From an optimization exercise on the open Yosys and OpenROAD flow, aimed at small area; shortcuts taken in it are not production practice. Where RTL was checked, it was by simulation tests only, not by an equivalence proof against the original. Power is estimated from default activity; no workload was simulated.

## run a
==> flow/design.v (excerpt) <==
module hdc_encoder_top (
  input  logic              clk_i,
  input  logic              arst_n_i,
  input  logic              req_valid_i,
  input  logic              req_last_i,
  input  logic              req_cim_a_i,
  input  logic              req_cim_b_i,
  input  logic [9:0]        req_addr_a_i,
  input  logic [9:0]        req_addr_b_i,
  output logic [127:0]      qhv_o,
  output logic              qhv_valid_o
);
  logic       valid_q;
  logic       last_q;
  logic       cim_a_q, cim_b_q;
  logic [2:0] set_a_q, set_b_q;
  logic [4:0] rot_a_q, rot_b_q;
  logic [6:0] lo_q, hi_q;
  logic [6:0] flip_a, flip_b, lo_d, hi_d;
  assign flip_a = req_cim_a_i ? req_addr_a_i[9:3] : 7'd0;
  assign flip_b = req_cim_b_i ? req_addr_b_i[9:3] : 7'd0;
  assign lo_d   = (flip_a < flip_b) ? flip_a : flip_b;
  assign hi_d   = (flip_a < flip_b) ? flip_b : flip_a;
  always_ff @(posedge clk_i or negedge arst_n_i) begin
    if (!arst_n_i) begin
  ...
clock: 5.0 ns
lec_check: 0
abc_area: 0
cap_margin: 20
core_margin: 2
core_utilization: 55
cts_cluster_diameter: 100
cts_cluster_size: 32
place_density: 0.7
slew_margin: 20
synth_hierarchical: 1
run.sh (not shown) runs the stock make flow with config.mk's settings and CLKGATE_MAP_FILE= SYNTH_SCRIPT=/design/flow/synth_recipe.tcl, a recipe that flattens the netlist after the stock synthesis.
#### Input delta (run b over run a)
--- a/flow/config.mk
+++ b/flow/config.mk
@@ -12,2 +11,0 @@
-export CTS_CLUSTER_DIAMETER = 100
-export CTS_CLUSTER_SIZE = 32
--- outcome ---
- Cell count: run b > run a
- On switching share of total power: between run a and run b, it ends up lower for run b.
- [run b] clock insertion delay at the later pin of the skew report rose 80 ps relative to run a
- Between run a and run b, wire length increased.
- On worst setup slack, run b does worse than run a.
- Compared with run a, in run b fraction of standard cell area that is sequential lower, sequential share of power lower.


== red ==
Another version of the RTL of hdc_encoder_top (not shown whole).
Size: ~6,000 cells after synthesis, ~1,100 flip-flops, roughly 160 I/O pins, ~52,000 um2 of cells after synthesis.
Settings: LEC_CHECK=0, ABC_AREA=0, CAP_MARGIN=0, CORE_MARGIN=2, CORE_UTILIZATION=62, CTS_CLUSTER_DIAMETER=100, CTS_CLUSTER_SIZE=25, PLACE_DENSITY=0.75, SLEW_MARGIN=0, SYNTH_HIERARCHICAL=1; clock period 5.0 ns.
standard.sh (not shown) runs the stock make flow with config.mk's settings and CLKGATE_MAP_FILE= SYNTH_SCRIPT=/design/flow/synth_recipe.tcl, a recipe that flattens the netlist after the stock synthesis.
==> flow/flow/run.sh <==
#!/bin/bash
# Standard layout, with the port buffers made from the smallest buffer cell.
set -euo pipefail
bash standard.sh BUFFER_PORTS_ARGS="-buffer_cell sky130_fd_sc_hd__buf_1" finish > standard.log 2>&1
The following lists how blue was set up differently from red:
Settings: PLACE_DENSITY now 0.7, was 0.75; CORE_UTILIZATION now 55, was 62.
## What came out
blue: full flow OK, the timing, DRC and antenna checks passed
Changes observed in blue relative to red: clock skew now sits lower; global-route usage over all layers now sits lower.
Looking at proportion of power drawn by the clock network, blue sits 0.7 points above red.
The clock edge transition at the registers on the reported setup and hold paths was comparable across red and blue.
blue vs red, later-pin clock latency in the skew report went up by 30 ps.
The following lists how green was set up differently from blue:
Settings: PLACE_DENSITY changed from 0.7 to 0.86; CORE_UTILIZATION changed from 55 to 76.
[compare] base=blue new=green: fraction of power spent switching nets climbed 1.1 points, die area moved down.
Re routed wire length: green is 2.2 mm up on blue.
Compared with blue, the detailed router inserted more vias in green.
#### Input delta (orange over green)
Settings: swapping 76 for 70 in CORE_UTILIZATION; swapping 0.86 for 0.8 in PLACE_DENSITY.
Notes after the runs:
- orange vs green — number of cells on the critical path climbed by a few percent
- On final wirelength, orange does better than green.
- Looking only at share of the clock period used by the worst path after layout, and setting everything else aside, the higher value of green and orange goes to green.
- Of green and orange, the run reporting the lower met3 wire length was orange.
- Looking at timing endpoint of the critical path, the u_bundler.x_q[111] result is from orange; the u_bundler.x_q[591] one comes from green.
- On orange: length in cells of the worst reg-to-reg path is 1 higher than what green gave.
No run of this note included a check of the RTL's function; only the layout flow was run.


## v31
Another version of the RTL of hdc_encoder_top (not shown whole).
For scale: roughly 50,000 um^2 of cells after synthesis.
export LEC_CHECK = 0
export ABC_AREA = 0
export CAP_MARGIN = 0
export CORE_MARGIN = 2
export CORE_UTILIZATION = 75
export CTS_CLUSTER_DIAMETER = 120
export CTS_CLUSTER_SIZE = 28
export GPL_ROUTABILITY_DRIVEN = 0
export PLACE_DENSITY = 0.85
export SETUP_SLACK_MARGIN = 0.1
export SLEW_MARGIN = 0
export SYNTH_HIERARCHICAL = 1
create_clock -name core_clock -period 5.0 [get_ports {clk_i}]
Scripts as last shown in full above: flow/flow/run.sh
The following lists how v14 was set up differently from v31:
- CAP_MARGIN: 0 -> 10
- SLEW_MARGIN: 0 -> 10
- SETUP_SLACK_MARGIN: 0.1 -> 0.05
- PLACE_DENSITY: 0.85 -> 0.8
- CORE_UTILIZATION: 75 -> 70
--- outcome ---
In summary, v14 completed successfully, with a layout that passed the timing, DRC and antenna checks.
Area enclosed by the die boundary (higher): v14
Summary — period utilization, v14 relative to v31: higher, by 1.2 points.
| fraction of area in registers | v31 vs v14 | ≈ equal |
Diff v31 -> v14: sequential cell area in the final layout flat; worst max-slew margin expressed relative to the limit rose by 3.8 points.
Fmax shrinks slightly when moving from v31 to v14.
Sort v14 and v31 by number of cells after detailed placement, ascending, and v31 comes first.
For v31, the highest signal layer in the routed design was met5, unlike v14, where it was met4.
Compared with v31, v14 shows a register-to-register slack that is 60 ps lower.


Another version of the RTL of hdc_encoder_top (not shown whole).
Size: roughly 6000 cells after synthesis, about 160 I/O pins, roughly 52000 µm² of cells after synthesis.
export LEC_CHECK = 0
export ABC_AREA = 0
export CAP_MARGIN = 0
export CORE_MARGIN = 2
export CORE_UTILIZATION = 70
export CTS_CLUSTER_DIAMETER = 120
export CTS_CLUSTER_SIZE = 28
export GPL_ROUTABILITY_DRIVEN = 0
export PLACE_DENSITY = 0.8
export SLEW_MARGIN = 0
export SYNTH_HIERARCHICAL = 1
create_clock -name core_clock -period 5.0 [get_ports {clk_i}]
Scripts as last shown in full above: flow/flow/run.sh
The starting point ran to the end with no violations.
Edit:
CORE_UTILIZATION = 75   (was 70)
GPL_TIMING_DRIVEN = 1   (was default)
PLACE_DENSITY = 0.85   (was 0.8)
TNS_END_PERCENT = 100   (was default)
Setup slack got worse by 0.028 ns.
Power hardly moves.
Final area goes down by 0.40%.
Cell count shrinks by about 1.2%.
Global-route usage rose by 2.6 points.
Register-to-register slack gets worse by 0.03 ns.
Clock power goes down by about 3%.
Wire length is higher by 2.0%.
Maximum frequency goes down by 0.58%.
Combinational power barely changes.
Edit:
GPL_TIMING_DRIVEN = default   (was 1)
TNS_END_PERCENT = default   (was 100)
After rerunning:
- The changed run ran to the end with no violations
- clock-buffer cell count does not change
- final area is unchanged
- synthesized area stays the same
- clock skew does not change
- non-clock buffer count is unchanged
- wire length does not change
- synthesized cell count does not change
- total power does not change
- global-route usage stays the same
Edit:
CORE_UTILIZATION = 70   (was 75)
CTS_CLUSTER_DIAMETER = 100   (was 120)
CTS_CLUSTER_SIZE = 25   (was 28)
GPL_ROUTABILITY_DRIVEN = default   (was 0)
PLACE_DENSITY = 0.8   (was 0.85)
=>
- worst setup slack is better by 0.087 ns
- power is higher by 1.6%
- synthesized area is unchanged
- non-clock buffer count goes up by 36
- clock skew climbs by 0.012 ns
- utilization drops by 4.2 points
- count of clock-buffer cells in the layout is higher by 9
- design area came out higher by 1.1%
Edit:
CORE_UTILIZATION = 75   (was 70)
CTS_BUF_LIST = sky130_fd_sc_hd__clkbuf_16 sky130_fd_sc_hd__clkbuf_8   (was default)
CTS_CLUSTER_DIAMETER = 120   (was 100)
CTS_CLUSTER_SIZE = 28   (was 25)
GPL_ROUTABILITY_DRIVEN = 0   (was default)
PLACE_DENSITY = 0.85   (was 0.8)
Non-clock buffer count decreases by 36. Via count increases by 1.2%. Clock skew decreases by 0.012 ns. Routed wire length decreases by 1.1%.
Edit:
CORE_UTILIZATION = 70   (was 75)
CTS_BUF_LIST = default   (was sky130_fd_sc_hd__clkbuf_16 sky130_fd_sc_hd__clkbuf_8)
CTS_CLUSTER_DIAMETER = 100   (was 120)
CTS_CLUSTER_SIZE = 25   (was 28)
PLACE_DENSITY = 0.8   (was 0.85)
Result:
- The new run went through all stages and came out clean
- area after synthesis stays the same
- total power came out higher by 1.0%
- design area came out higher by about 0.7%
- hold slack is worse by 0.035 ns

==> separate check: timing with driven ports <==
No port has a modelled driver above. Below, the same layouts with a new extraction and two added sets of constraints. Step 1 sets driving cells, clkbuf_16 on the clock port and buf_2 on the other inputs (assumed; they add their load-dependent delay and slew). Step 2 moves the port delays by t, midway between the first and last clock arrival at a register: inputs arrive t later, outputs are due t later. That takes back most of the time a late clock gives input paths. Three values: ideal ports, drivers, drivers and shift; two values: the first two.
run	t, ns	setup slack, ns	worst setup path at the end	latest minus earliest clock arrival (ns)
run a	0.686	0.370 / 0.370 / 0.370	register to register	0.057 / 0.056
run b	0.763	0.339 / 0.339 / 0.339	register to register	0.043 / 0.044
red	0.696	0.207 / 0.207 / 0.207	register to register	0.038 / 0.039
blue	0.724	0.418 / 0.418 / 0.418	register to register	0.032 / 0.032
green	0.691	0.195 / 0.195 / 0.195	register to register	0.033 / 0.033
orange	0.693	0.275 / 0.275 / 0.275	register to register	0.032 / 0.032
v31	0.685	0.207 / 0.207 / 0.207	register to register	0.026 / 0.026
v14	0.672	0.148 / 0.148 / 0.148	register to register	0.032 / 0.032
the first run of note 4	0.701	0.284 / 0.284 / 0.284	register to register	0.033 / 0.033
the second run of note 4	0.687	0.257 / 0.257 / 0.257	register to register	0.019 / 0.018
the third run of note 4	0.687	0.257 / 0.257 / 0.257	register to register	0.019 / 0.018
the fourth run of note 4	0.693	0.344 / 0.344 / 0.344	register to register	0.030 / 0.031
the fifth run of note 4	0.687	0.245 / 0.245 / 0.245	register to register	0.018 / 0.018
the sixth run of note 4	0.699	0.267 / 0.267 / 0.267	register to register	0.032 / 0.033
After both steps setup and hold are still met in every run listed.
